This design comes from an exercise in tuning for small area on the open sky130 flow, not from production work. Only simulation tests tie the RTL to the original design; equivalence was not proved.

[design.v]
module bm_noise_out #(
   parameter int DEPTH = 8,
   parameter int AW    = 3
) (
   input  logic          clk,
   input  logic          rst_n,
   input  logic          in_valid,
   output logic          in_ready,
   input  logic [16:0]   f,
   input  logic [15:0]   g0,
   input  logic [15:0]   g1,
   output logic          out_valid,
   input  logic          out_ready,
   output logic [15:0]   out_data,
   output logic          out_idx,
   output logic [AW:0]   fifo_level
);
   logic               init_reg;
   logic               s0_valid_reg;
   logic               s1_valid_reg;
   logic               s2_valid_reg;
   logic [AW-1:0]      wr_ptr_reg;
   logic [DEPTH-1:0]   slot_sel_reg;
   logic [AW:0]        level_reg;
   logic               half_reg;
   logic [16:0]        mem_f  [0:DEPTH-1];
   logic [15:0]        mem_g0 [0:DEPTH-1];
   logic [15:0]        mem_g1 [0:DEPTH-1];
   logic               accept;
   logic               push;
   logic               pop;
   logic [AW+1:0]      occupancy;
   logic               mul_hi;
   logic [16:0]        mul_f;
   logic [15:0]        mul_g;
   logic [15:0]        mul_x;
   logic [15:0]        out_reg;
   assign occupancy = (AW+2)'(level_reg) + (AW+2)'(s0_valid_reg)
                    + (AW+2)'(s1_valid_reg) + (AW+2)'(s2_valid_reg);
   assign in_ready   = init_reg && (occupancy <= (AW+2)'(DEPTH - 1));
   assign accept     = in_valid && in_ready;
   assign push       = s2_valid_reg;
   assign out_valid  = (level_reg != '0);
   assign pop        = out_valid && out_ready && half_reg;
   assign out_idx    = half_reg;
   assign fifo_level = level_reg;
   assign mul_hi   = out_valid && !half_reg;
   always_comb begin
      mul_f = '0;
      mul_g = '0;
      for (int k = 0; k < DEPTH; k++) begin
         mul_f = mul_f | ({17{slot_sel_reg[k]}} & mem_f[k]);
         mul_g = mul_g | ({16{slot_sel_reg[k] && !mul_hi}} & mem_g0[k])
                       | ({16{slot_sel_reg[k] &&  mul_hi}} & mem_g1[k]);
      end
   end
   logic p1, p2, p3, p4, p5, p6, p7, p8, p9, p10, p11, p12;
   logic p13, p14, p15, p16, p17, p18, p19, p20, p21, p22, p23, p24;
   logic p25, p26, p27, p28, p29, p30, p31, p32, p33, p34, p35, p36;
   logic p37, p38, p39, p40, p41, p42, p43, p44, p45, p46, p47, p48;
   logic p49, p50, p51, p52, p53, p54, p55, p56, p57, p58, p59, p60;
   logic p61, p62, p63, p64, p65, p66, p67, p68, p69, p70, p71, p72;
   logic p73, p74, p75, p76, p77, p78, p79, p80, p81, p82, p83, p84;
   logic p85, p86, p87, p88, p89, p90, p91, p92, p93, p94, p95, p96;
   logic p97, p98, p99, p100, p101, p102, p103, p104, p105, p106, p107, p108;
   logic p109, p110, p111, p112, p113, p114, p115, p116, p117, p118, p119, p120;
   logic p121, p122, p123, p124, p125, p126, p127, p128, p129, p130, p131, p132;
   logic p133, p134, p135, p136, p137, p138, p139, p140, p141, p142, p143, p144;
   logic p145, p146, p147, p148, p149, p150, p151, p152, p153, p154, p155, p156;
   logic p157, p158, p159, p160, p161, p162, p163, p164, p165, p166, p167, p168;
   logic p169, p170, p171, p172, p173, p174, p175, p176, p177, p178, p179, p180;
   logic p181, p182, p183, p184, p185, p186, p187, p188, p189, p190, p191, p192;
   logic p193, p194, p195, p196, p197, p198, p199, p200, p201, p202, p203, p204;
   logic p205, p206, p207, p208, p209, p210, p211, p212, p213, p214, p215, p216;
   logic p217, p218, p219, p220, p221, p222, p223, p224, p225, p226, p227, p228;
   logic p229, p230, p231, p232, p233, p234, p235, p236, p237, p238, p239, p240;
   logic p241, p242, p243, p244, p245, p246, p247, p248, p249, p250, p251, p252;
   logic p253, p254, p255, p256, p257, p258, p259, p260, p261, p262, p263, p264;
   logic p265, p266, p267, p268, p269, p270, p271, p272, s273, c274, s275, c276;
   logic s277, c278, s279, c280, s281, c282, s283, c284, s285, c286, s287, c288;
   logic s289, c290, s291, c292, s293, c294, s295, c296, s297, c298, s299, c300;
   logic s301, c302, s303, c304, s305, c306, s307, c308, s309, c310, s311, c312;
   logic s313, c314, s315, c316, s317, c318, s319, c320, s321, c322, s323, c324;
   logic s325, c326, s327, c328, s329, c330, s331, c332, s333, c334, s335, c336;
   logic s337, c338, s339, c340, s341, c342, s343, c344, s345, c346, s347, c348;
   logic s349, c350, s351, c352, s353, c354, s355, c356, s357, c358, s359, c360;
   logic s361, c362, s363, c364, s365, c366, s367, c368, s369, c370, s371, c372;
   logic s373, c374, s375, c376, s377, c378, s379, c380, s381, c382, s383, c384;
   logic s385, c386, s387, c388, s389, c390, s391, c392, s393, c394, s395, c396;
   logic s397, c398, s399, c400, s401, c402, s403, c404, s405, c406, s407, c408;
   logic s409, c410, s411, c412, s413, c414, s415, c416, s417, c418, s419, c420;
   logic s421, c422, s423, c424, s425, c426, s427, c428, s429, c430, s431, c432;
   logic s433, c434, s435, c436, s437, c438, s439, c440, s441, c442, s443, c444;
   logic s445, c446, s447, c448, s449, c450, s451, c452, s453, c454, s455, c456;
   logic s457, c458, s459, c460, s461, c462, s463, c464, s465, c466, s467, c468;
   logic s469, c470, s471, c472, s473, c474, s475, c476, s477, c478, s479, c480;
   logic s481, c482, s483, c484, s485, c486, s487, c488, s489, c490, s491, c492;
   logic s493, c494, s495, c496, s497, c498, s499, c500, s501, c502, s503, c504;
   logic s505, c506, s507, c508, s509, c510, s511, c512, s513, c514, s515, c516;
   logic s517, c518, s519, c520, s521, c522, s523, c524, s525, c526, s527, c528;
   logic s529, c530, s531, c532, s533, c534, s535, c536, s537, c538, s539, c540;
   logic s541, c542, s543, c544, s545, c546, s547, c548, s549, c550, s551, c552;
   logic s553, c554, s555, c556, s557, c558, s559, c560, s561, c562, s563, c564;
   logic s565, c566, s567, c568, s569, c570, s571, c572, s573, c574, s575, c576;
   logic s577, c578, s579, c580, s581, c582, s583, c584, s585, c586, s587, c588;
   logic s589, c590, s591, c592, s593, c594, s595, c596, s597, c598, s599, c600;
   logic s601, c602, s603, c604, s605, c606, s607, c608, s609, c610, s611, c612;
   logic s613, c614, s615, c616, s617, c618, s619, c620, s621, c622, s623, c624;
   logic s625, c626, s627, c628, s629, c630, s631, c632, s633, c634, s635, c636;
   logic s637, c638, s639, c640, s641, c642, s643, c644, s645, c646, s647, c648;
   logic s649, c650, s651, c652, s653, c654, s655, c656, s657, c658, s659, c660;
   logic s661, c662, s663, c664, s665, c666, s667, c668, s669, c670, s671, c672;
   logic s673, c674, s675, c676, s677, c678, s679, c680, s681, c682, s683, c684;
   logic s685, c686, s687, c688, s689, c690, s691, c692, s693, c694, s695, c696;
   logic s697, c698, s699, c700, s701, c702, s703, c704, s705, c706, s707, c708;
   logic s709, c710, s711, c712, s713, c714, s715, c716, s717, c718, s719, c720;
   logic s721, c722;
   assign p1 = ~(mul_f[0] & mul_g[0]);
   assign p2 = ~(mul_f[0] & mul_g[1]);
   assign p3 = ~(mul_f[0] & mul_g[2]);
   assign p4 = ~(mul_f[0] & mul_g[3]);
   assign p5 = ~(mul_f[0] & mul_g[4]);
   assign p6 = ~(mul_f[0] & mul_g[5]);
   assign p7 = ~(mul_f[0] & mul_g[6]);
   assign p8 = ~(mul_f[0] & mul_g[7]);
   assign p9 = ~(mul_f[0] & mul_g[8]);
   assign p10 = ~(mul_f[0] & mul_g[9]);
   assign p11 = ~(mul_f[0] & mul_g[10]);
   assign p12 = ~(mul_f[0] & mul_g[11]);
   assign p13 = ~(mul_f[0] & mul_g[12]);
   assign p14 = ~(mul_f[0] & mul_g[13]);
   assign p15 = ~(mul_f[0] & mul_g[14]);
   assign p16 = mul_f[0] & mul_g[15];
   assign p17 = ~(mul_f[1] & mul_g[0]);
   assign p18 = ~(mul_f[1] & mul_g[1]);
   assign p19 = ~(mul_f[1] & mul_g[2]);
   assign p20 = ~(mul_f[1] & mul_g[3]);
   assign p21 = ~(mul_f[1] & mul_g[4]);
   assign p22 = ~(mul_f[1] & mul_g[5]);
   assign p23 = ~(mul_f[1] & mul_g[6]);
   assign p24 = ~(mul_f[1] & mul_g[7]);
   assign p25 = ~(mul_f[1] & mul_g[8]);
   assign p26 = ~(mul_f[1] & mul_g[9]);
   assign p27 = ~(mul_f[1] & mul_g[10]);
   assign p28 = ~(mul_f[1] & mul_g[11]);
   assign p29 = ~(mul_f[1] & mul_g[12]);
   assign p30 = ~(mul_f[1] & mul_g[13]);
   assign p31 = ~(mul_f[1] & mul_g[14]);
   assign p32 = mul_f[1] & mul_g[15];
   assign p33 = ~(mul_f[2] & mul_g[0]);
   assign p34 = ~(mul_f[2] & mul_g[1]);
   assign p35 = ~(mul_f[2] & mul_g[2]);
   assign p36 = ~(mul_f[2] & mul_g[3]);
   assign p37 = ~(mul_f[2] & mul_g[4]);
   assign p38 = ~(mul_f[2] & mul_g[5]);
   assign p39 = ~(mul_f[2] & mul_g[6]);
   assign p40 = ~(mul_f[2] & mul_g[7]);
   assign p41 = ~(mul_f[2] & mul_g[8]);
   assign p42 = ~(mul_f[2] & mul_g[9]);
   assign p43 = ~(mul_f[2] & mul_g[10]);
   assign p44 = ~(mul_f[2] & mul_g[11]);
   assign p45 = ~(mul_f[2] & mul_g[12]);
   assign p46 = ~(mul_f[2] & mul_g[13]);
   assign p47 = ~(mul_f[2] & mul_g[14]);
   assign p48 = mul_f[2] & mul_g[15];
   assign p49 = ~(mul_f[3] & mul_g[0]);
   assign p50 = ~(mul_f[3] & mul_g[1]);
   assign p51 = ~(mul_f[3] & mul_g[2]);
   assign p52 = ~(mul_f[3] & mul_g[3]);
   assign p53 = ~(mul_f[3] & mul_g[4]);
   assign p54 = ~(mul_f[3] & mul_g[5]);
   assign p55 = ~(mul_f[3] & mul_g[6]);
   assign p56 = ~(mul_f[3] & mul_g[7]);
   assign p57 = ~(mul_f[3] & mul_g[8]);
   assign p58 = ~(mul_f[3] & mul_g[9]);
   assign p59 = ~(mul_f[3] & mul_g[10]);
   assign p60 = ~(mul_f[3] & mul_g[11]);
   assign p61 = ~(mul_f[3] & mul_g[12]);
   assign p62 = ~(mul_f[3] & mul_g[13]);
   assign p63 = ~(mul_f[3] & mul_g[14]);
   assign p64 = mul_f[3] & mul_g[15];
   assign p65 = ~(mul_f[4] & mul_g[0]);
   assign p66 = ~(mul_f[4] & mul_g[1]);
   assign p67 = ~(mul_f[4] & mul_g[2]);
   assign p68 = ~(mul_f[4] & mul_g[3]);
   assign p69 = ~(mul_f[4] & mul_g[4]);
   assign p70 = ~(mul_f[4] & mul_g[5]);
   assign p71 = ~(mul_f[4] & mul_g[6]);
   assign p72 = ~(mul_f[4] & mul_g[7]);
   assign p73 = ~(mul_f[4] & mul_g[8]);
   assign p74 = ~(mul_f[4] & mul_g[9]);
   assign p75 = ~(mul_f[4] & mul_g[10]);
   assign p76 = ~(mul_f[4] & mul_g[11]);
   assign p77 = ~(mul_f[4] & mul_g[12]);
   assign p78 = ~(mul_f[4] & mul_g[13]);
   assign p79 = ~(mul_f[4] & mul_g[14]);
   assign p80 = mul_f[4] & mul_g[15];
   assign p81 = ~(mul_f[5] & mul_g[0]);
   assign p82 = ~(mul_f[5] & mul_g[1]);
   assign p83 = ~(mul_f[5] & mul_g[2]);
   assign p84 = ~(mul_f[5] & mul_g[3]);
   assign p85 = ~(mul_f[5] & mul_g[4]);
   assign p86 = ~(mul_f[5] & mul_g[5]);
   assign p87 = ~(mul_f[5] & mul_g[6]);
   assign p88 = ~(mul_f[5] & mul_g[7]);
   assign p89 = ~(mul_f[5] & mul_g[8]);
   assign p90 = ~(mul_f[5] & mul_g[9]);
   assign p91 = ~(mul_f[5] & mul_g[10]);
   assign p92 = ~(mul_f[5] & mul_g[11]);
   assign p93 = ~(mul_f[5] & mul_g[12]);
   assign p94 = ~(mul_f[5] & mul_g[13]);
   assign p95 = ~(mul_f[5] & mul_g[14]);
   assign p96 = mul_f[5] & mul_g[15];
   assign p97 = ~(mul_f[6] & mul_g[0]);
   assign p98 = ~(mul_f[6] & mul_g[1]);
   assign p99 = ~(mul_f[6] & mul_g[2]);
   assign p100 = ~(mul_f[6] & mul_g[3]);
   assign p101 = ~(mul_f[6] & mul_g[4]);
   assign p102 = ~(mul_f[6] & mul_g[5]);
   assign p103 = ~(mul_f[6] & mul_g[6]);
   assign p104 = ~(mul_f[6] & mul_g[7]);
   assign p105 = ~(mul_f[6] & mul_g[8]);
   assign p106 = ~(mul_f[6] & mul_g[9]);
   assign p107 = ~(mul_f[6] & mul_g[10]);
   assign p108 = ~(mul_f[6] & mul_g[11]);
   assign p109 = ~(mul_f[6] & mul_g[12]);
   assign p110 = ~(mul_f[6] & mul_g[13]);
   assign p111 = ~(mul_f[6] & mul_g[14]);
   assign p112 = mul_f[6] & mul_g[15];
   assign p113 = ~(mul_f[7] & mul_g[0]);
   assign p114 = ~(mul_f[7] & mul_g[1]);
   assign p115 = ~(mul_f[7] & mul_g[2]);
   assign p116 = ~(mul_f[7] & mul_g[3]);
   assign p117 = ~(mul_f[7] & mul_g[4]);
   assign p118 = ~(mul_f[7] & mul_g[5]);
   assign p119 = ~(mul_f[7] & mul_g[6]);
   assign p120 = ~(mul_f[7] & mul_g[7]);
   assign p121 = ~(mul_f[7] & mul_g[8]);
   assign p122 = ~(mul_f[7] & mul_g[9]);
   assign p123 = ~(mul_f[7] & mul_g[10]);
   assign p124 = ~(mul_f[7] & mul_g[11]);
   assign p125 = ~(mul_f[7] & mul_g[12]);
   assign p126 = ~(mul_f[7] & mul_g[13]);
   assign p127 = ~(mul_f[7] & mul_g[14]);
   assign p128 = mul_f[7] & mul_g[15];
   assign p129 = ~(mul_f[8] & mul_g[0]);
   assign p130 = ~(mul_f[8] & mul_g[1]);
   assign p131 = ~(mul_f[8] & mul_g[2]);
   assign p132 = ~(mul_f[8] & mul_g[3]);
   assign p133 = ~(mul_f[8] & mul_g[4]);
   assign p134 = ~(mul_f[8] & mul_g[5]);
   assign p135 = ~(mul_f[8] & mul_g[6]);
   assign p136 = ~(mul_f[8] & mul_g[7]);
   assign p137 = ~(mul_f[8] & mul_g[8]);
   assign p138 = ~(mul_f[8] & mul_g[9]);
   assign p139 = ~(mul_f[8] & mul_g[10]);
   assign p140 = ~(mul_f[8] & mul_g[11]);
   assign p141 = ~(mul_f[8] & mul_g[12]);
   assign p142 = ~(mul_f[8] & mul_g[13]);
   assign p143 = ~(mul_f[8] & mul_g[14]);
   assign p144 = mul_f[8] & mul_g[15];
   assign p145 = ~(mul_f[9] & mul_g[0]);
   assign p146 = ~(mul_f[9] & mul_g[1]);
   assign p147 = ~(mul_f[9] & mul_g[2]);
   assign p148 = ~(mul_f[9] & mul_g[3]);
   assign p149 = ~(mul_f[9] & mul_g[4]);
   assign p150 = ~(mul_f[9] & mul_g[5]);
   assign p151 = ~(mul_f[9] & mul_g[6]);
   assign p152 = ~(mul_f[9] & mul_g[7]);
   assign p153 = ~(mul_f[9] & mul_g[8]);
   assign p154 = ~(mul_f[9] & mul_g[9]);
   assign p155 = ~(mul_f[9] & mul_g[10]);
   assign p156 = ~(mul_f[9] & mul_g[11]);
   assign p157 = ~(mul_f[9] & mul_g[12]);
   assign p158 = ~(mul_f[9] & mul_g[13]);
   assign p159 = ~(mul_f[9] & mul_g[14]);
   assign p160 = mul_f[9] & mul_g[15];
   assign p161 = ~(mul_f[10] & mul_g[0]);
   assign p162 = ~(mul_f[10] & mul_g[1]);
   assign p163 = ~(mul_f[10] & mul_g[2]);
   assign p164 = ~(mul_f[10] & mul_g[3]);
   assign p165 = ~(mul_f[10] & mul_g[4]);
   assign p166 = ~(mul_f[10] & mul_g[5]);
   assign p167 = ~(mul_f[10] & mul_g[6]);
   assign p168 = ~(mul_f[10] & mul_g[7]);
   assign p169 = ~(mul_f[10] & mul_g[8]);
   assign p170 = ~(mul_f[10] & mul_g[9]);
   assign p171 = ~(mul_f[10] & mul_g[10]);
   assign p172 = ~(mul_f[10] & mul_g[11]);
   assign p173 = ~(mul_f[10] & mul_g[12]);
   assign p174 = ~(mul_f[10] & mul_g[13]);
   assign p175 = ~(mul_f[10] & mul_g[14]);
   assign p176 = mul_f[10] & mul_g[15];
   assign p177 = ~(mul_f[11] & mul_g[0]);
   assign p178 = ~(mul_f[11] & mul_g[1]);
   assign p179 = ~(mul_f[11] & mul_g[2]);
   assign p180 = ~(mul_f[11] & mul_g[3]);
   assign p181 = ~(mul_f[11] & mul_g[4]);
   assign p182 = ~(mul_f[11] & mul_g[5]);
   assign p183 = ~(mul_f[11] & mul_g[6]);
   assign p184 = ~(mul_f[11] & mul_g[7]);
   assign p185 = ~(mul_f[11] & mul_g[8]);
   assign p186 = ~(mul_f[11] & mul_g[9]);
   assign p187 = ~(mul_f[11] & mul_g[10]);
   assign p188 = ~(mul_f[11] & mul_g[11]);
   assign p189 = ~(mul_f[11] & mul_g[12]);
   assign p190 = ~(mul_f[11] & mul_g[13]);
   assign p191 = ~(mul_f[11] & mul_g[14]);
   assign p192 = mul_f[11] & mul_g[15];
   assign p193 = ~(mul_f[12] & mul_g[0]);
   assign p194 = ~(mul_f[12] & mul_g[1]);
   assign p195 = ~(mul_f[12] & mul_g[2]);
   assign p196 = ~(mul_f[12] & mul_g[3]);
   assign p197 = ~(mul_f[12] & mul_g[4]);
   assign p198 = ~(mul_f[12] & mul_g[5]);
   assign p199 = ~(mul_f[12] & mul_g[6]);
   assign p200 = ~(mul_f[12] & mul_g[7]);
   assign p201 = ~(mul_f[12] & mul_g[8]);
   assign p202 = ~(mul_f[12] & mul_g[9]);
   assign p203 = ~(mul_f[12] & mul_g[10]);
   assign p204 = ~(mul_f[12] & mul_g[11]);
   assign p205 = ~(mul_f[12] & mul_g[12]);
   assign p206 = ~(mul_f[12] & mul_g[13]);
   assign p207 = ~(mul_f[12] & mul_g[14]);
   assign p208 = mul_f[12] & mul_g[15];
   assign p209 = ~(mul_f[13] & mul_g[0]);
   assign p210 = ~(mul_f[13] & mul_g[1]);
   assign p211 = ~(mul_f[13] & mul_g[2]);
   assign p212 = ~(mul_f[13] & mul_g[3]);
   assign p213 = ~(mul_f[13] & mul_g[4]);
   assign p214 = ~(mul_f[13] & mul_g[5]);
   assign p215 = ~(mul_f[13] & mul_g[6]);
   assign p216 = ~(mul_f[13] & mul_g[7]);
   assign p217 = ~(mul_f[13] & mul_g[8]);
   assign p218 = ~(mul_f[13] & mul_g[9]);
   assign p219 = ~(mul_f[13] & mul_g[10]);
   assign p220 = ~(mul_f[13] & mul_g[11]);
   assign p221 = ~(mul_f[13] & mul_g[12]);
   assign p222 = ~(mul_f[13] & mul_g[13]);
   assign p223 = ~(mul_f[13] & mul_g[14]);
   assign p224 = mul_f[13] & mul_g[15];
   assign p225 = ~(mul_f[14] & mul_g[0]);
   assign p226 = ~(mul_f[14] & mul_g[1]);
   assign p227 = ~(mul_f[14] & mul_g[2]);
   assign p228 = ~(mul_f[14] & mul_g[3]);
   assign p229 = ~(mul_f[14] & mul_g[4]);
   assign p230 = ~(mul_f[14] & mul_g[5]);
   assign p231 = ~(mul_f[14] & mul_g[6]);
   assign p232 = ~(mul_f[14] & mul_g[7]);
   assign p233 = ~(mul_f[14] & mul_g[8]);
   assign p234 = ~(mul_f[14] & mul_g[9]);
   assign p235 = ~(mul_f[14] & mul_g[10]);
   assign p236 = ~(mul_f[14] & mul_g[11]);
   assign p237 = ~(mul_f[14] & mul_g[12]);
   assign p238 = ~(mul_f[14] & mul_g[13]);
   assign p239 = ~(mul_f[14] & mul_g[14]);
   assign p240 = mul_f[14] & mul_g[15];
   assign p241 = ~(mul_f[15] & mul_g[0]);
   assign p242 = ~(mul_f[15] & mul_g[1]);
   assign p243 = ~(mul_f[15] & mul_g[2]);
   assign p244 = ~(mul_f[15] & mul_g[3]);
   assign p245 = ~(mul_f[15] & mul_g[4]);
   assign p246 = ~(mul_f[15] & mul_g[5]);
   assign p247 = ~(mul_f[15] & mul_g[6]);
   assign p248 = ~(mul_f[15] & mul_g[7]);
   assign p249 = ~(mul_f[15] & mul_g[8]);
   assign p250 = ~(mul_f[15] & mul_g[9]);
   assign p251 = ~(mul_f[15] & mul_g[10]);
   assign p252 = ~(mul_f[15] & mul_g[11]);
   assign p253 = ~(mul_f[15] & mul_g[12]);
   assign p254 = ~(mul_f[15] & mul_g[13]);
   assign p255 = ~(mul_f[15] & mul_g[14]);
   assign p256 = mul_f[15] & mul_g[15];
   assign p257 = ~(mul_f[16] & mul_g[0]);
   assign p258 = ~(mul_f[16] & mul_g[1]);
   assign p259 = ~(mul_f[16] & mul_g[2]);
   assign p260 = ~(mul_f[16] & mul_g[3]);
   assign p261 = ~(mul_f[16] & mul_g[4]);
   assign p262 = ~(mul_f[16] & mul_g[5]);
   assign p263 = ~(mul_f[16] & mul_g[6]);
   assign p264 = ~(mul_f[16] & mul_g[7]);
   assign p265 = ~(mul_f[16] & mul_g[8]);
   assign p266 = ~(mul_f[16] & mul_g[9]);
   assign p267 = ~(mul_f[16] & mul_g[10]);
   assign p268 = ~(mul_f[16] & mul_g[11]);
   assign p269 = ~(mul_f[16] & mul_g[12]);
   assign p270 = ~(mul_f[16] & mul_g[13]);
   assign p271 = ~(mul_f[16] & mul_g[14]);
   assign p272 = mul_f[16] & mul_g[15];
   assign s273 = ~(p14 ^ p29);
   assign c274 = p14 | p29;
   bm_fa u_s275 (.x(p15), .y(p30), .z(p45), .s(s275), .c(c276));
   assign s277 = ~(p60 ^ p75);
   assign c278 = p60 | p75;
   assign s279 = p16 ^ p31;
   assign c280 = p16 & p31;
   bm_fa u_s281 (.x(p46), .y(p61), .z(p76), .s(s281), .c(c282));
   bm_fa u_s283 (.x(p91), .y(p106), .z(p121), .s(s283), .c(c284));
   assign s285 = p32 ^ p47;
   assign c286 = p32 & p47;
   bm_fa u_s287 (.x(p62), .y(p77), .z(p92), .s(s287), .c(c288));
   bm_fa u_s289 (.x(p107), .y(p122), .z(p137), .s(s289), .c(c290));
   assign s291 = ~(p152 ^ p167);
   assign c292 = p152 | p167;
   bm_fa u_s293 (.x(p48), .y(p63), .z(p78), .s(s293), .c(c294));
   bm_fa u_s295 (.x(p93), .y(p108), .z(p123), .s(s295), .c(c296));
   bm_fa u_s297 (.x(p138), .y(p153), .z(p168), .s(s297), .c(c298));
   bm_fa u_s299 (.x(p64), .y(p79), .z(p94), .s(s299), .c(c300));
   bm_fa u_s301 (.x(p109), .y(p124), .z(p139), .s(s301), .c(c302));
   bm_fa u_s303 (.x(p80), .y(p95), .z(p110), .s(s303), .c(c304));
   assign s305 = ~(p10 ^ p25);
   assign c306 = p10 | p25;
   bm_fa u_s307 (.x(p11), .y(p26), .z(p41), .s(s307), .c(c308));
   assign s309 = ~(p56 ^ p71);
   assign c310 = p56 | p71;
   bm_fa u_s311 (.x(p12), .y(p27), .z(p42), .s(s311), .c(c312));
   bm_fa u_s313 (.x(p57), .y(p72), .z(p87), .s(s313), .c(c314));
   assign s315 = ~(p102 ^ p117);
   assign c316 = p102 | p117;
   bm_fa u_s317 (.x(p13), .y(p28), .z(p43), .s(s317), .c(c318));
   bm_fa u_s319 (.x(p58), .y(p73), .z(p88), .s(s319), .c(c320));
   bm_fa u_s321 (.x(p103), .y(p118), .z(p133), .s(s321), .c(c322));
   assign s323 = ~(p148 ^ p163);
   assign c324 = p148 | p163;
   bm_fa u_s325 (.x(p44), .y(p59), .z(p74), .s(s325), .c(c326));
   bm_fa u_s327 (.x(p89), .y(p104), .z(p119), .s(s327), .c(c328));
   bm_fa u_s329 (.x(p134), .y(p149), .z(p164), .s(s329), .c(c330));
   bm_fa u_s331 (.x(p179), .y(p194), .z(p209), .s(s331), .c(c332));
   bm_fa u_s333 (.x(p90), .y(p105), .z(p120), .s(s333), .c(c334));
   bm_fa u_s335 (.x(p135), .y(p150), .z(p165), .s(s335), .c(c336));
   bm_fa u_s337 (.x(p180), .y(p195), .z(p210), .s(s337), .c(c338));
   bm_fa u_s339 (.x(p225), .y(c274), .z(s275), .s(s339), .c(c340));
   bm_fa u_s341 (.x(p136), .y(p151), .z(p166), .s(s341), .c(c342));
   bm_fa u_s343 (.x(p181), .y(p196), .z(p211), .s(s343), .c(c344));
   bm_fa u_s345 (.x(p226), .y(p241), .z(c276), .s(s345), .c(c346));
   bm_fa u_s347 (.x(c278), .y(s279), .z(s281), .s(s347), .c(c348));
   bm_fa u_s349 (.x(p182), .y(p197), .z(p212), .s(s349), .c(c350));
   bm_fa u_s351 (.x(p227), .y(p242), .z(p257), .s(s351), .c(c352));
   bm_fa u_s353 (.x(c280), .y(c282), .z(c284), .s(s353), .c(c354));
   bm_fa u_s355 (.x(s285), .y(s287), .z(s289), .s(s355), .c(c356));
   bm_fa u_s357 (.x(p183), .y(p198), .z(p213), .s(s357), .c(c358));
   bm_fa u_s359 (.x(p228), .y(p243), .z(p258), .s(s359), .c(c360));
   bm_fa u_s361 (.x(c286), .y(c288), .z(c290), .s(s361), .c(c362));
   bm_fa u_s363 (.x(c292), .y(s293), .z(s295), .s(s363), .c(c364));
   bm_fa u_s365 (.x(p154), .y(p169), .z(p184), .s(s365), .c(c366));
   bm_fa u_s367 (.x(p199), .y(p214), .z(p229), .s(s367), .c(c368));
   bm_fa u_s369 (.x(p244), .y(p259), .z(c294), .s(s369), .c(c370));
   bm_fa u_s371 (.x(c296), .y(c298), .z(s299), .s(s371), .c(c372));
   bm_fa u_s373 (.x(p125), .y(p140), .z(p155), .s(s373), .c(c374));
   bm_fa u_s375 (.x(p170), .y(p185), .z(p200), .s(s375), .c(c376));
   bm_fa u_s377 (.x(p215), .y(p230), .z(p245), .s(s377), .c(c378));
   bm_fa u_s379 (.x(p260), .y(c300), .z(c302), .s(s379), .c(c380));
   bm_fa u_s381 (.x(p96), .y(p111), .z(p126), .s(s381), .c(c382));
   bm_fa u_s383 (.x(p141), .y(p156), .z(p171), .s(s383), .c(c384));
   bm_fa u_s385 (.x(p186), .y(p201), .z(p216), .s(s385), .c(c386));
   bm_fa u_s387 (.x(p231), .y(p246), .z(p261), .s(s387), .c(c388));
   bm_fa u_s389 (.x(p112), .y(p127), .z(p142), .s(s389), .c(c390));
   bm_fa u_s391 (.x(p157), .y(p172), .z(p187), .s(s391), .c(c392));
   bm_fa u_s393 (.x(p202), .y(p217), .z(p232), .s(s393), .c(c394));
   bm_fa u_s395 (.x(p128), .y(p143), .z(p158), .s(s395), .c(c396));
   bm_fa u_s397 (.x(p173), .y(p188), .z(p203), .s(s397), .c(c398));
   bm_fa u_s399 (.x(p144), .y(p159), .z(p174), .s(s399), .c(c400));
   assign s401 = ~(p7 ^ p22);
   assign c402 = p7 | p22;
   bm_fa u_s403 (.x(p8), .y(p23), .z(p38), .s(s403), .c(c404));
   assign s405 = ~(p53 ^ p68);
   assign c406 = p53 | p68;
   bm_fa u_s407 (.x(p9), .y(p24), .z(p39), .s(s407), .c(c408));
   bm_fa u_s409 (.x(p54), .y(p69), .z(p84), .s(s409), .c(c410));
   assign s411 = ~(p99 ^ p114);
   assign c412 = p99 | p114;
   bm_fa u_s413 (.x(p40), .y(p55), .z(p70), .s(s413), .c(c414));
   bm_fa u_s415 (.x(p85), .y(p100), .z(p115), .s(s415), .c(c416));
   bm_fa u_s417 (.x(p130), .y(p145), .z(s305), .s(s417), .c(c418));
   bm_fa u_s419 (.x(p86), .y(p101), .z(p116), .s(s419), .c(c420));
   bm_fa u_s421 (.x(p131), .y(p146), .z(p161), .s(s421), .c(c422));
   bm_fa u_s423 (.x(c306), .y(s307), .z(s309), .s(s423), .c(c424));
   bm_fa u_s425 (.x(p132), .y(p147), .z(p162), .s(s425), .c(c426));
   bm_fa u_s427 (.x(p177), .y(c308), .z(c310), .s(s427), .c(c428));
   bm_fa u_s429 (.x(s311), .y(s313), .z(s315), .s(s429), .c(c430));
   bm_fa u_s431 (.x(p178), .y(p193), .z(c312), .s(s431), .c(c432));
   bm_fa u_s433 (.x(c314), .y(c316), .z(s317), .s(s433), .c(c434));
   bm_fa u_s435 (.x(s319), .y(s321), .z(s323), .s(s435), .c(c436));
   bm_fa u_s437 (.x(c318), .y(c320), .z(c322), .s(s437), .c(c438));
   bm_fa u_s439 (.x(c324), .y(s325), .z(s327), .s(s439), .c(c440));
   bm_fa u_s441 (.x(s329), .y(s331), .z(s273), .s(s441), .c(c442));
   bm_fa u_s443 (.x(c326), .y(c328), .z(c330), .s(s443), .c(c444));
   bm_fa u_s445 (.x(c332), .y(s333), .z(s335), .s(s445), .c(c446));
   bm_fa u_s447 (.x(s337), .y(s277), .z(s339), .s(s447), .c(c448));
   bm_fa u_s449 (.x(c334), .y(c336), .z(c338), .s(s449), .c(c450));
   bm_fa u_s451 (.x(s341), .y(s343), .z(s283), .s(s451), .c(c452));
   bm_fa u_s453 (.x(c340), .y(s345), .z(s347), .s(s453), .c(c454));
   bm_fa u_s455 (.x(c342), .y(c344), .z(s349), .s(s455), .c(c456));
   bm_fa u_s457 (.x(s351), .y(s291), .z(c346), .s(s457), .c(c458));
   bm_fa u_s459 (.x(c348), .y(s353), .z(s355), .s(s459), .c(c460));
   bm_fa u_s461 (.x(c350), .y(c352), .z(s357), .s(s461), .c(c462));
   bm_fa u_s463 (.x(s359), .y(s297), .z(c354), .s(s463), .c(c464));
   bm_fa u_s465 (.x(c356), .y(s361), .z(s363), .s(s465), .c(c466));
   bm_fa u_s467 (.x(c358), .y(c360), .z(s365), .s(s467), .c(c468));
   bm_fa u_s469 (.x(s367), .y(s301), .z(c362), .s(s469), .c(c470));
   bm_fa u_s471 (.x(c364), .y(s369), .z(s371), .s(s471), .c(c472));
   bm_fa u_s473 (.x(c366), .y(c368), .z(s373), .s(s473), .c(c474));
   bm_fa u_s475 (.x(s375), .y(s377), .z(s303), .s(s475), .c(c476));
   bm_fa u_s477 (.x(c370), .y(c372), .z(s379), .s(s477), .c(c478));
   bm_fa u_s479 (.x(c374), .y(c376), .z(c378), .s(s479), .c(c480));
   bm_fa u_s481 (.x(c304), .y(s381), .z(s383), .s(s481), .c(c482));
   bm_fa u_s483 (.x(s385), .y(s387), .z(c380), .s(s483), .c(c484));
   bm_fa u_s485 (.x(p247), .y(p262), .z(c382), .s(s485), .c(c486));
   bm_fa u_s487 (.x(c384), .y(c386), .z(c388), .s(s487), .c(c488));
   bm_fa u_s489 (.x(s389), .y(s391), .z(s393), .s(s489), .c(c490));
   bm_fa u_s491 (.x(p218), .y(p233), .z(p248), .s(s491), .c(c492));
   bm_fa u_s493 (.x(p263), .y(c390), .z(c392), .s(s493), .c(c494));
   bm_fa u_s495 (.x(c394), .y(s395), .z(s397), .s(s495), .c(c496));
   bm_fa u_s497 (.x(p189), .y(p204), .z(p219), .s(s497), .c(c498));
   bm_fa u_s499 (.x(p234), .y(p249), .z(p264), .s(s499), .c(c500));
   bm_fa u_s501 (.x(c396), .y(c398), .z(s399), .s(s501), .c(c502));
   bm_fa u_s503 (.x(p160), .y(p175), .z(p190), .s(s503), .c(c504));
   bm_fa u_s505 (.x(p205), .y(p220), .z(p235), .s(s505), .c(c506));
   bm_fa u_s507 (.x(p250), .y(p265), .z(c400), .s(s507), .c(c508));
   bm_fa u_s509 (.x(p176), .y(p191), .z(p206), .s(s509), .c(c510));
   bm_fa u_s511 (.x(p221), .y(p236), .z(p251), .s(s511), .c(c512));
   bm_fa u_s513 (.x(p192), .y(p207), .z(p222), .s(s513), .c(c514));
   assign s515 = ~(p5 ^ p20);
   assign c516 = p5 | p20;
   bm_fa u_s517 (.x(p6), .y(p21), .z(p36), .s(s517), .c(c518));
   assign s519 = ~(p51 ^ p66);
   assign c520 = p51 | p66;
   bm_fa u_s521 (.x(p37), .y(p52), .z(p67), .s(s521), .c(c522));
   bm_fa u_s523 (.x(p82), .y(p97), .z(s401), .s(s523), .c(c524));
   bm_fa u_s525 (.x(p83), .y(p98), .z(p113), .s(s525), .c(c526));
   bm_fa u_s527 (.x(c402), .y(s403), .z(s405), .s(s527), .c(c528));
   bm_fa u_s529 (.x(p129), .y(c404), .z(c406), .s(s529), .c(c530));
   bm_fa u_s531 (.x(s407), .y(s409), .z(s411), .s(s531), .c(c532));
   bm_fa u_s533 (.x(c408), .y(c410), .z(c412), .s(s533), .c(c534));
   bm_fa u_s535 (.x(s413), .y(s415), .z(s417), .s(s535), .c(c536));
   bm_fa u_s537 (.x(c414), .y(c416), .z(s419), .s(s537), .c(c538));
   bm_fa u_s539 (.x(s421), .y(c418), .z(s423), .s(s539), .c(c540));
   bm_fa u_s541 (.x(c420), .y(c422), .z(s425), .s(s541), .c(c542));
   bm_fa u_s543 (.x(c424), .y(s427), .z(s429), .s(s543), .c(c544));
   bm_fa u_s545 (.x(c426), .y(c428), .z(c430), .s(s545), .c(c546));
   bm_fa u_s547 (.x(s431), .y(s433), .z(s435), .s(s547), .c(c548));
   bm_fa u_s549 (.x(c432), .y(c434), .z(c436), .s(s549), .c(c550));
   bm_fa u_s551 (.x(s437), .y(s439), .z(s441), .s(s551), .c(c552));
   bm_fa u_s553 (.x(c438), .y(c440), .z(c442), .s(s553), .c(c554));
   bm_fa u_s555 (.x(s443), .y(s445), .z(s447), .s(s555), .c(c556));
   bm_fa u_s557 (.x(c444), .y(c446), .z(s449), .s(s557), .c(c558));
   bm_fa u_s559 (.x(s451), .y(c448), .z(s453), .s(s559), .c(c560));
   bm_fa u_s561 (.x(c450), .y(c452), .z(s455), .s(s561), .c(c562));
   bm_fa u_s563 (.x(s457), .y(c454), .z(s459), .s(s563), .c(c564));
   bm_fa u_s565 (.x(c456), .y(s461), .z(c458), .s(s565), .c(c566));
   bm_fa u_s567 (.x(s463), .y(c460), .z(s465), .s(s567), .c(c568));
   bm_fa u_s569 (.x(c462), .y(s467), .z(c464), .s(s569), .c(c570));
   bm_fa u_s571 (.x(s469), .y(c466), .z(s471), .s(s571), .c(c572));
   bm_fa u_s573 (.x(c468), .y(s473), .z(s475), .s(s573), .c(c574));
   bm_fa u_s575 (.x(c470), .y(c472), .z(s477), .s(s575), .c(c576));
   bm_fa u_s577 (.x(c474), .y(c476), .z(s479), .s(s577), .c(c578));
   bm_fa u_s579 (.x(s481), .y(c478), .z(s483), .s(s579), .c(c580));
   bm_fa u_s581 (.x(c480), .y(c482), .z(s485), .s(s581), .c(c582));
   bm_fa u_s583 (.x(s487), .y(s489), .z(c484), .s(s583), .c(c584));
   bm_fa u_s585 (.x(s491), .y(c486), .z(c488), .s(s585), .c(c586));
   bm_fa u_s587 (.x(c490), .y(s493), .z(s495), .s(s587), .c(c588));
   bm_fa u_s589 (.x(c492), .y(s497), .z(s499), .s(s589), .c(c590));
   bm_fa u_s591 (.x(c494), .y(c496), .z(s501), .s(s591), .c(c592));
   bm_fa u_s593 (.x(c498), .y(c500), .z(s503), .s(s593), .c(c594));
   bm_fa u_s595 (.x(s505), .y(c502), .z(s507), .s(s595), .c(c596));
   bm_fa u_s597 (.x(p266), .y(c504), .z(c506), .s(s597), .c(c598));
   bm_fa u_s599 (.x(s509), .y(s511), .z(c508), .s(s599), .c(c600));
   bm_fa u_s601 (.x(p237), .y(p252), .z(p267), .s(s601), .c(c602));
   bm_fa u_s603 (.x(c510), .y(c512), .z(s513), .s(s603), .c(c604));
   bm_fa u_s605 (.x(p208), .y(p223), .z(p238), .s(s605), .c(c606));
   bm_fa u_s607 (.x(p253), .y(p268), .z(c514), .s(s607), .c(c608));
   bm_fa u_s609 (.x(p224), .y(p239), .z(p254), .s(s609), .c(c610));
   assign s611 = ~(p4 ^ p19);
   assign c612 = p4 | p19;
   bm_fa u_s613 (.x(p35), .y(p50), .z(p65), .s(s613), .c(c614));
   bm_fa u_s615 (.x(p81), .y(c516), .z(s517), .s(s615), .c(c616));
   bm_fa u_s617 (.x(c518), .y(c520), .z(s521), .s(s617), .c(c618));
   bm_fa u_s619 (.x(c522), .y(s525), .z(c524), .s(s619), .c(c620));
   bm_fa u_s621 (.x(c526), .y(c528), .z(s529), .s(s621), .c(c622));
   bm_fa u_s623 (.x(c530), .y(c532), .z(s533), .s(s623), .c(c624));
   bm_fa u_s625 (.x(c534), .y(s537), .z(c536), .s(s625), .c(c626));
   bm_fa u_s627 (.x(c538), .y(s541), .z(c540), .s(s627), .c(c628));
   bm_fa u_s629 (.x(c542), .y(c544), .z(s545), .s(s629), .c(c630));
   bm_fa u_s631 (.x(c546), .y(c548), .z(s549), .s(s631), .c(c632));
   bm_fa u_s633 (.x(c550), .y(c552), .z(s553), .s(s633), .c(c634));
   bm_fa u_s635 (.x(c554), .y(s557), .z(c556), .s(s635), .c(c636));
   bm_fa u_s637 (.x(c558), .y(s561), .z(c560), .s(s637), .c(c638));
   bm_fa u_s639 (.x(c562), .y(s565), .z(c564), .s(s639), .c(c640));
   bm_fa u_s641 (.x(c566), .y(s569), .z(c568), .s(s641), .c(c642));
   bm_fa u_s643 (.x(s573), .y(c570), .z(c572), .s(s643), .c(c644));
   bm_fa u_s645 (.x(c574), .y(s577), .z(c576), .s(s645), .c(c646));
   bm_fa u_s647 (.x(c578), .y(s581), .z(s583), .s(s647), .c(c648));
   bm_fa u_s649 (.x(c582), .y(s585), .z(s587), .s(s649), .c(c650));
   bm_fa u_s651 (.x(s589), .y(c586), .z(c588), .s(s651), .c(c652));
   bm_fa u_s653 (.x(c590), .y(s593), .z(c592), .s(s653), .c(c654));
   bm_fa u_s655 (.x(c594), .y(s597), .z(c596), .s(s655), .c(c656));
   bm_fa u_s657 (.x(s601), .y(c598), .z(s603), .s(s657), .c(c658));
   bm_fa u_s659 (.x(c602), .y(s605), .z(c604), .s(s659), .c(c660));
   bm_fa u_s661 (.x(p269), .y(c606), .z(s609), .s(s661), .c(c662));
   bm_fa u_s663 (.x(p240), .y(p255), .z(p270), .s(s663), .c(c664));
   assign s665 = ~(p3 ^ p18);
   assign c666 = p3 | p18;
   bm_fa u_s667 (.x(p34), .y(p49), .z(s611), .s(s667), .c(c668));
   bm_fa u_s669 (.x(c612), .y(s613), .z(s515), .s(s669), .c(c670));
   bm_fa u_s671 (.x(c614), .y(s519), .z(s615), .s(s671), .c(c672));
   bm_fa u_s673 (.x(c616), .y(s617), .z(s523), .s(s673), .c(c674));
   bm_fa u_s675 (.x(c618), .y(s527), .z(s619), .s(s675), .c(c676));
   bm_fa u_s677 (.x(s531), .y(c620), .z(s621), .s(s677), .c(c678));
   bm_fa u_s679 (.x(c622), .y(s623), .z(s535), .s(s679), .c(c680));
   bm_fa u_s681 (.x(c624), .y(s539), .z(s625), .s(s681), .c(c682));
   bm_fa u_s683 (.x(s543), .y(c626), .z(s627), .s(s683), .c(c684));
   bm_fa u_s685 (.x(s547), .y(c628), .z(s629), .s(s685), .c(c686));
   bm_fa u_s687 (.x(s551), .y(c630), .z(s631), .s(s687), .c(c688));
   bm_fa u_s689 (.x(c632), .y(s633), .z(s555), .s(s689), .c(c690));
   bm_fa u_s691 (.x(c634), .y(s559), .z(s635), .s(s691), .c(c692));
   bm_fa u_s693 (.x(s563), .y(c636), .z(s637), .s(s693), .c(c694));
   bm_fa u_s695 (.x(s567), .y(c638), .z(s639), .s(s695), .c(c696));
   bm_fa u_s697 (.x(s571), .y(c640), .z(s641), .s(s697), .c(c698));
   bm_fa u_s699 (.x(s575), .y(c642), .z(s643), .s(s699), .c(c700));
   bm_fa u_s701 (.x(s579), .y(c644), .z(s645), .s(s701), .c(c702));
   bm_fa u_s703 (.x(c580), .y(c646), .z(s647), .s(s703), .c(c704));
   bm_fa u_s705 (.x(c584), .y(s649), .z(c648), .s(s705), .c(c706));
   bm_fa u_s707 (.x(s591), .y(c650), .z(s651), .s(s707), .c(c708));
   bm_fa u_s709 (.x(s595), .y(c652), .z(s653), .s(s709), .c(c710));
   bm_fa u_s711 (.x(s599), .y(c654), .z(s655), .s(s711), .c(c712));
   bm_fa u_s713 (.x(c600), .y(s657), .z(c656), .s(s713), .c(c714));
   bm_fa u_s715 (.x(s607), .y(c658), .z(s659), .s(s715), .c(c716));
   bm_fa u_s717 (.x(c608), .y(s661), .z(c660), .s(s717), .c(c718));
   bm_fa u_s719 (.x(c610), .y(s663), .z(c662), .s(s719), .c(c720));
   bm_fa u_s721 (.x(p256), .y(p271), .z(c664), .s(s721), .c(c722));
   logic [32:0] ra, rb, sum;
   assign ra = {1'b0, c722, c720, c718, c716, c714, c712, c710, c708, c706, c704, c702, c700, c698, c696, c694, c692, c690, c688, c686, c684, c682, c680, c678, c676, c674, c672, c670, c668, c666, s665, p2, p1};
   assign rb = {1'b1, p272, s721, s719, s717, s715, s713, s711, s709, s707, s705, s703, s701, s699, s697, s695, s693, s691, s689, s687, s685, s683, s681, s679, s677, s675, s673, s671, s669, s667, p33, p17, 1'b1};
   logic [14:0] rc;
   assign rc[0] = 1'b1;
   assign rc[1] = (ra[0] & rb[0]) | (ra[0] & rc[0]) | (rb[0] & rc[0]);
   assign rc[2] = (ra[1] & rb[1]) | (ra[1] & rc[1]) | (rb[1] & rc[1]);
   assign rc[3] = (ra[2] & rb[2]) | (ra[2] & rc[2]) | (rb[2] & rc[2]);
   assign rc[4] = (ra[3] & rb[3]) | (ra[3] & rc[3]) | (rb[3] & rc[3]);
   assign rc[5] = (ra[4] & rb[4]) | (ra[4] & rc[4]) | (rb[4] & rc[4]);
   assign rc[6] = (ra[5] & rb[5]) | (ra[5] & rc[5]) | (rb[5] & rc[5]);
   assign rc[7] = (ra[6] & rb[6]) | (ra[6] & rc[6]) | (rb[6] & rc[6]);
   assign rc[8] = (ra[7] & rb[7]) | (ra[7] & rc[7]) | (rb[7] & rc[7]);
   assign rc[9] = (ra[8] & rb[8]) | (ra[8] & rc[8]) | (rb[8] & rc[8]);
   assign rc[10] = (ra[9] & rb[9]) | (ra[9] & rc[9]) | (rb[9] & rc[9]);
   assign rc[11] = (ra[10] & rb[10]) | (ra[10] & rc[10]) | (rb[10] & rc[10]);
   assign rc[12] = (ra[11] & rb[11]) | (ra[11] & rc[11]) | (rb[11] & rc[11]);
   assign rc[13] = (ra[12] & rb[12]) | (ra[12] & rc[12]) | (rb[12] & rc[12]);
   assign rc[14] = (ra[13] & rb[13]) | (ra[13] & rc[13]) | (rb[13] & rc[13]);
   logic [18:0] hi;
   assign hi = ra[32:14] + rb[32:14] + 19'(rc[14]);
   assign sum = {hi, 14'(0)};
   assign mul_x = ~sum[32:17];
   assign out_data = out_valid ? out_reg : 16'h0000;
   always_ff @(posedge clk or negedge rst_n) begin
      if (!rst_n) begin
         init_reg     <= 1'b0;
         s0_valid_reg <= 1'b0;
         s1_valid_reg <= 1'b0;
         s2_valid_reg <= 1'b0;
         wr_ptr_reg   <= '0;
         slot_sel_reg <= DEPTH'(1);
         level_reg    <= '0;
         half_reg     <= 1'b0;
      end else begin
         init_reg     <= 1'b1;
         s0_valid_reg <= accept;
         s1_valid_reg <= s0_valid_reg;
         s2_valid_reg <= s1_valid_reg;
         if (accept) wr_ptr_reg <= wr_ptr_reg + AW'(1);
         if (out_valid && out_ready && !half_reg)
            slot_sel_reg <= {slot_sel_reg[DEPTH-2:0], slot_sel_reg[DEPTH-1]};
         level_reg <= level_reg + (AW+1)'(push) - (AW+1)'(pop);
         if (out_valid && out_ready) half_reg <= ~half_reg;
      end
   end
   always_ff @(posedge clk) begin
      if (!out_valid || out_ready) out_reg <= mul_x;
   end
   always_ff @(posedge clk) begin
      if (accept) begin
         mem_f[wr_ptr_reg]  <= f;
         mem_g0[wr_ptr_reg] <= g0;
         mem_g1[wr_ptr_reg] <= g1;
      end
   end
endmodule
module bm_fa (
   input  logic x, y, z,
   output logic s, c
);
   assign s = x ^ y ^ z;
   assign c = (x & y) | (x & z) | (y & z);
endmodule
[flow/run.sh]
#!/bin/bash
# The standard layout (the standard.sh: standard synthesis, then ORFS
# floorplan to finish) with two placement/CTS choices changed:
#  - port buffers use the smallest buffer cell (every port still gets one);
#  - clock tree synthesis adds no dummy loads (same buffers and clustering
#    as config.mk asks for).
set -euo pipefail
export BUFFER_PORTS_ARGS="-buffer_cell sky130_fd_sc_hd__buf_1"
export CTS_ARGS="-sink_clustering_enable -repair_clock_nets -dont_use_dummy_load -buf_list sky130_fd_sc_hd__clkbuf_8 -sink_clustering_size 18 -sink_clustering_max_diameter 100"
bash standard.sh > standard.log 2>&1
[standard.sh]
#!/bin/bash
# synth_recipe.tcl (not shown) runs the flow's synth.tcl, then flattens the netlist and writes it again
# the make line also repeats each setting of config.mk as NAME=value (left out here)
make -C /OpenROAD-flow-scripts/flow DESIGN_CONFIG=/design/flow/config.mk WORK_HOME=/design/flow/orfs CLKGATE_MAP_FILE= SYNTH_SCRIPT=/design/flow/synth_recipe.tcl "${@:-finish}"
[config.mk]
export PLATFORM = sky130hd
export DESIGN_NAME = bm_noise_out
export DESIGN_NICKNAME = bm_noise_out
export VERILOG_FILES = /design/flow/design.v
export SDC_FILE = /design/flow/constraint.sdc
export NUM_CORES = 4
export LEC_CHECK = 0
export CAP_MARGIN = 20
export CORE_MARGIN = 2
export CORE_UTILIZATION = 40
export CTS_BUF_LIST = sky130_fd_sc_hd__clkbuf_8
export CTS_CLUSTER_DIAMETER = 100
export CTS_CLUSTER_SIZE = 18
export SLEW_MARGIN = 20
export SYNTH_HIERARCHICAL = 1
export SYNTH_MINIMUM_KEEP_SIZE = 0
[constraint.sdc]
create_clock -name core_clock -period 8.0 [get_ports {clk}]
set_input_delay 1.6000 -clock core_clock [delete_from_list [all_inputs] [get_ports {clk}]]
set_output_delay 1.6000 -clock core_clock [all_outputs]
set_load 0.01 [all_outputs]
==> flow_summary.ini, run 1 <==
[final_layout]
nets = 1992
final_util = 0.443
regMostFlops = mem_f
reg_top3 = mem_f: 136 flops, mem_g0: 128 flops, mem_g1: 128 flops
stdcell_count = 2432
mostFrequentLayoutCells = edfxtp_1, nand2_1, fa_1
largest_reg_flops = 136
final_common_cell = edfxtp_1
drive_gt1_frac = 0.0880
multi_input_area_sq_um = 9270
final_area_sq_um = 24500
fillers = 5055
register_area_sq_um = 12800
syn2layout_area_growth_pct = 9.11

[setup_path]
cp.required_ps = 8350
crit_fanout = 27
cp-end-kind = register
cp.arrival_ps = 7980
worst-r2r-setup-slack_ps = 380
worstSetupPathType = reg -> reg
start_kind = register

[clock_network]
cts-root-buf = clkbuf_8
cts_tree = built
cts-htree-levels = 1
clkTransAtPathRegs_ps = 110
clock_path_buffers = 3
clk_latency_ps = 620
cts_buffers = 28
clock-sinks = 428

[placed_design]
dpl.cell_count = 2397
dp_hpwl_um = 37400
port_buffers = 75
gp_congestion = 0.879
placed_area_sq_um = 24000

[global_routing]
gr-max-usage-layer = met2
grt_pass1_vias = 14400
gr-usage-met1 = 0.275
grtUsageMet2 = 0.346
grt_pass1_wl_um = 88000
grt.total_usage = 0.202
overflow = 0
use_met3 = 0.0278
antenna_found_initial = 5
grt_max_degree = 50

[floorplan]
die-area_sq_um = 58000
rows = 86
die_x_um = 241
coreArea_sq_um = 55300
die_h_um = 241
start_util = 0.406
io_pins = 76

[logic_synthesis]
ys_ff_latch = 428
synth_cell_types = 58
syn_area_sq_um = 22400
syn_inst = 1584
syn_avg_cell_area_sq_um = 14.2
synth_ff_type = edfxtp_1
yosysSeqAreaShare = 0.568
ys_async_sr_fraction = 0.0467
yosysWarningCount = 7
syn_nets = 1892
synth-edff-count = 408

[timing]
fin_crit_sh = 0.953
report.final.slew_viol_count = 0
tightest_slew_ps = 944
timing.hold.ws_ps = 413
setup_tns_ps = 0
rsz0062_at_grt = false
finalHoldViolCount = 0
period_minus_slack_ps = 7620
finClkSkew_ps = 34.3
finalSetupViolCount = 0
fmax_ghz = 0.131
slew_headroom = 0.371

[outcome]
status = no timing/DRC/antenna violations

[flow_run]
cap_violations = 0

[detailed_routing]
wl_per_cell_um = 23.8
drc = 0
drt_first_pass_iters = 5
vias = 13600
drt_first_iter_violations = 1357
vias_per_cell = 5.60
wl_um = 57800
drtAntennaViolNets = 0

[worst_hold_path]
hold_path.class = reg -> reg
==> area by class of cell <==
class / instances / share of cell area
diodes: 2 / 0.000204
clock buffers: 28 / 0.0157
inverters: 48 / 0.00736
multi-input cells: 1023 / 0.378
flip-flops and latches: 428 / 0.521
well taps: 748 / 0.0382
repair buffers: 155 / 0.0391
==> per-module statistics from Yosys (local to each module, per instance) <==
| module | cells | cell area [sq um] |
|---|---|---|
| bm_fa | 1 | 20.0 |
| bm_noise_out | 1375 | 18300 |
==> worst max-delay path, stage by stage, from the launching register on <==
cell and delay (ps):
dfrtp_1 410, inv_1 110, ha_1 150, nor3b_4 310
inv_1 140, nand2_4 320, buf_4 250, nand2_1 70
nand2_1 60, a222oi_1 100, o211ai_1 140, buf_4 300
nand2_1 130, fa_1 510, fa_1 470, fa_1 530
fa_1 590, fa_1 430, ha_1 310, o2111ai_1 130
a31oi_1 150, o21ai_0 120, or4_1 600, a311oi_4 440
o21ai_0 210, a211oi_1 280, a311oi_1 70
==> routing by layer <==
layer	wire length [um]	share of wire	up-vias
met1	24500	0.42	7211
met2	28800	0.50	422
li1	-	-	5919
met5	28	0.00048	-
met4	859	0.015	4
met3	3600	0.062	61
==> Yosys cell counts, drive strengths merged (3+ instances only) <==
master	number	area share
mux2i	6	0.0027
a211oi	8	0.0027
and3	3	0.00084
a22oi	138	0.046
mux2	9	0.0047
xor2	3	0.0012
o2111ai	3	0.0012
nand3	15	0.0033
xnor2	12	0.0047
buf	31	0.0057
a21boi	4	0.0013
edfxtp	408	0.55
o21bai	5	0.0017
dfrtp	19	0.021
a221oi	3	0.0012
a222oi	21	0.0094
o211ai	8	0.0029
a31oi	6	0.0017
a21oi	26	0.0058
nor3	7	0.0016
o21ai	17	0.0038
ha	43	0.024
a22o	3	0.0012
a221o	5	0.0022
nand2	314	0.053
fa	212	0.19
clkbuf	55	0.0092
or2	5	0.0014
nand4	26	0.0072
o22ai	6	0.0017
nand2b	6	0.0017
and2	47	0.013
a21o	5	0.0017
nor2b	19	0.0053
nor2	20	0.0035
inv	48	0.0080
==> timing repair <==
action                     in CTS  in global routing
buffers inserted                0                  4
hold buffers                    0                  0
gates resized for setup         0                  4
setup endpoints to repair       0                 15
==> cells by family after synthesis <==
family | synth area share
adders and majority gates | 0.214
DFF | 0.568
other | 0.000167
buffers and inverters | 0.0229
muxes | 0.00736
and+or+nand+nor | 0.0932
AOI/OAI and AO/OA | 0.0884
xor gates and xnor gates | 0.00585
==> final timing paths <==
| check | start | endpoint | cells past startpoint |
|---|---|---|---|
| worst max register to register | level_reg[2] | out_reg[9] | 26 |
| max in group asynchronous | rst_n | slot_sel_reg[0] | 2 |
| worst min register to register | s1_valid_reg | s2_valid_reg | 0 |
| min in group asynchronous | rst_n | wr_ptr_reg[1] | 2 |
| worst max-delay path | level_reg[2] | out_reg[9] | 26 |
| worst min-delay path | s1_valid_reg | s2_valid_reg | 0 |
==> metrics by stage <==
stage          setup slack, ps
2_1_floorplan              662
3_3_place_gp               368
3_5_place_dp               206
4_1_cts                    144
5_1_grt                   52.5
6_report                   376
==> run 2: changes to the inputs <==
--- a/config.mk
+++ b/config.mk
@@ -7,7 +7,7 @@
 export LEC_CHECK = 0
 export CAP_MARGIN = 20
 export CORE_MARGIN = 2
-export CORE_UTILIZATION = 40
+export CORE_UTILIZATION = 65
 export CTS_BUF_LIST = sky130_fd_sc_hd__clkbuf_8
 export CTS_CLUSTER_DIAMETER = 100
 export CTS_CLUSTER_SIZE = 18
==> flow_summary.ini, run 2 <==
[setup_path]
worstSetupPathType = reg -> reg
cp-end-kind = register
rr_endpoint = out_reg[9]
cp.arrival_ps = 7910
reg2reg_depth = 20
start_kind = register
crit_fanout = 34
worst-r2r-setup-slack_ps = 390
startpoint = slot_sel_reg[0]
cp.required_ps = 8300
rr_startpoint = slot_sel_reg[0]

[final_layout]
syn2layout_area_growth_pct = 6.90
nets = 1981
register_area_sq_um = 12800
reg_top3 = mem_f: 136 flops, mem_g0: 128 flops, mem_g1: 128 flops
drive_gt1_frac = 0.0808
regMostFlops = mem_f
multi_input_area_sq_um = 9250
fillers = 2350
largest_reg_flops = 136
final_util = 0.700
final_common_cell = edfxtp_1
mostFrequentLayoutCells = edfxtp_1, nand2_1, fa_1

[detailed_routing]
wl_met2_um = 25600
drtAntennaViolNets = 0
met3_length_um = 5360
drt_first_pass_iters = 8
routed.top_layer = met4
vias = 13800
wl_met1_um = 21400
wl_um = 53700
drc = 0
vias_per_cell = 6.49
drt_first_iter_violations = 1271
wl_per_cell_um = 25.3

[floorplan]
die_h_um = 190
rows = 68
start_util = 0.655
io_pins = 76
die_x_um = 190
coreArea_sq_um = 34300
die-area_sq_um = 36000

[logic_synthesis]
synth_cell_types = 58
yosysSeqAreaShare = 0.568
ys_ff_latch = 428
synth_area_leaders = edfxtp_1, fa_1, nand2_1, a22oi_1, ha_1
synth_top_cell_by_area = edfxtp_1
post-synth-top-count-cell = edfxtp_1
syn_avg_cell_area_sq_um = 14.2
syn_inst = 1584
synth_ff_type = edfxtp_1
ys_async_sr_fraction = 0.0467
syn_nets = 1892
yosysWarningCount = 7
syn_area_sq_um = 22400
synthDominantCellAreaShare = 0.546
synth-edff-count = 408
synthTopCellsByCount = edfxtp_1, nand2_1, fa_1

[timing]
slew_headroom = 0.392
timing.hold.ws_ps = 421
tightest_slew_ps = 912
fin_crit_sh = 0.951
report.final.slew_viol_count = 0
finalSetupViolCount = 0
fmax_ghz = 0.131
period_minus_slack_ps = 7610
finClkSkew_ps = 65.5
finalHoldViolCount = 0
rsz0062_at_grt = false
setup_tns_ps = 0

[clock_network]
clock-sinks = 428
cts-htree-levels = 1
cts_buffers = 27
clock_path_buffers = 3
cts-root-buf = clkbuf_8
cts_tree = built
cts_hold_buf = 0
clkTransAtPathRegs_ps = 110
clk_latency_ps = 630

[placed_design]
gp_congestion = 0.897
dp_hpwl_um = 34500
port_buffers = 75

[flow_run]
cap_violations = 0

[global_routing]
antenna_found_initial = 1
grt_max_degree = 50
grt.total_usage = 0.308
grt_pass1_wl_um = 82600
overflow = 0
grt_pass1_vias = 14000

[worst_hold_path]
hold_path_end = s1_valid_reg
worstHoldStart = s0_valid_reg
hold_path.class = reg -> reg
hold_depth = 0

[outcome]
status = no timing/DRC/antenna violations
[run 2: cell counts after synthesis]
Identical to the previous run, type by type.
[run 2: cell families (layout without fill, tap and decap cells)]
| group | count (synthesis) | count (layout) | synth area share |
|---|---|---|---|
| mux | 15 | 15 | 0.00736 |
| simple gates | 468 | 469 | 0.0932 |
| buf+inv | 134 | 220 | 0.0229 |
| flops | 428 | 428 | 0.568 |
| other cells | 1 | 2 | 0.000167 |
| xor+xnor | 15 | 15 | 0.00585 |
| fa+ha+maj | 257 | 257 | 0.214 |
| compound gates | 266 | 266 | 0.0884 |
[run 2: worst max-delay path by stage]
stage | end | slack (ps) | cells after the start
after global placement | out_reg[9] | 550 | 24
after floorplan | out_reg[9] | 660 | 27
after global routing | out_reg[9] | 40 | 20
final | out_reg[9] | 390 | 20
after detailed placement | out_reg[9] | 430 | 23
after CTS | out_reg[9] | 350 | 24
[run 2: final cells by class]
type,instances,share of cell area
sequential,428,0.532
multi-input combinational,1023,0.386
timing repair buffer,145,0.0357
tap,455,0.0237
clock buffer,27,0.0155
inverter,48,0.00751
antenna,1,0.000104
[run 2: stage by stage]
stage / cells / worst slack (ps) / cell area [sq um]
6_report: 2127 / 395 / 24000
5_1_grt: 2127 / 35.6 / 24000
4_1_cts: 2120 / 349 / 23900
3_5_place_dp: 2093 / 434 / 23600
3_3_place_gp: 2093 / 555 / 23600
2_1_floorplan: 1584 / 662 / 22400
[run 2: what timing repair did]
action                                  CTS  global route
buffers inserted                          0             5
endpoints found under the setup margin    0             6
resized for setup                         0             2
hold endpoints to repair                  0             0
[run 2: per-module statistics from Yosys (local to each module, per instance)]
module        cells inside  cell area (sq um)  flip-flops and latches  copies in the design
bm_fa                    1               20.0                       0                   209
bm_noise_out          1375              18300                     428                     1
[run 2: critical path, cell delays in order (launching register included)]
cell	delay [ps]
dfstp_2	1150
a22oi_1	240
nand3_1	190
o21ai_0	90
o211ai_1	230
nand2_1	150
fa_1	590
fa_1	450
fa_1	490
fa_1	430
fa_1	550
fa_1	430
ha_1	320
o2111ai_1	130
a31oi_1	150
o21ai_0	120
or4_1	600
a311oi_4	410
o21ai_0	190
a211oi_1	290
a311oi_1	70
[run 2: routing by layer]
metal | vias up | global-route usage
met5 | - | 0
met4 | 0 | 0.0853
met3 | 93 | 0.0570
met2 | 724 | 0.492
met1 | 7089 | 0.445
li1 | 5901 | -

-- separate check: timing with driven ports --
In the flow no input, the clock included, has a driving cell. The finished layouts below were timed again as built, in two steps. Step 1 sets driving cells, clkbuf_16 on the clock port and buf_2 on the other inputs (assumed; they add their load-dependent delay and slew). Step 2 adds t to the input delays and takes it off the output delays; t is the mean of the earliest and latest rising clock arrival at the registers after step 1. Input paths then give back, and output paths get back, about the clock's delay inside the block. Three values: ideal ports, drivers, drivers and shift; two values: the first two.
run | shift t [ns] | setup slack, ns | clock arrival spread, ns | cell pins on the clock port's net
run 1 | 0.657 | 0.376 / 0.376 / 0.376 | 0.037 / 0.037 | 1
run 2 | 0.648 | 0.395 / 0.395 / 0.395 | 0.067 / 0.066 | 1
After both steps setup and hold are still met in every run listed.
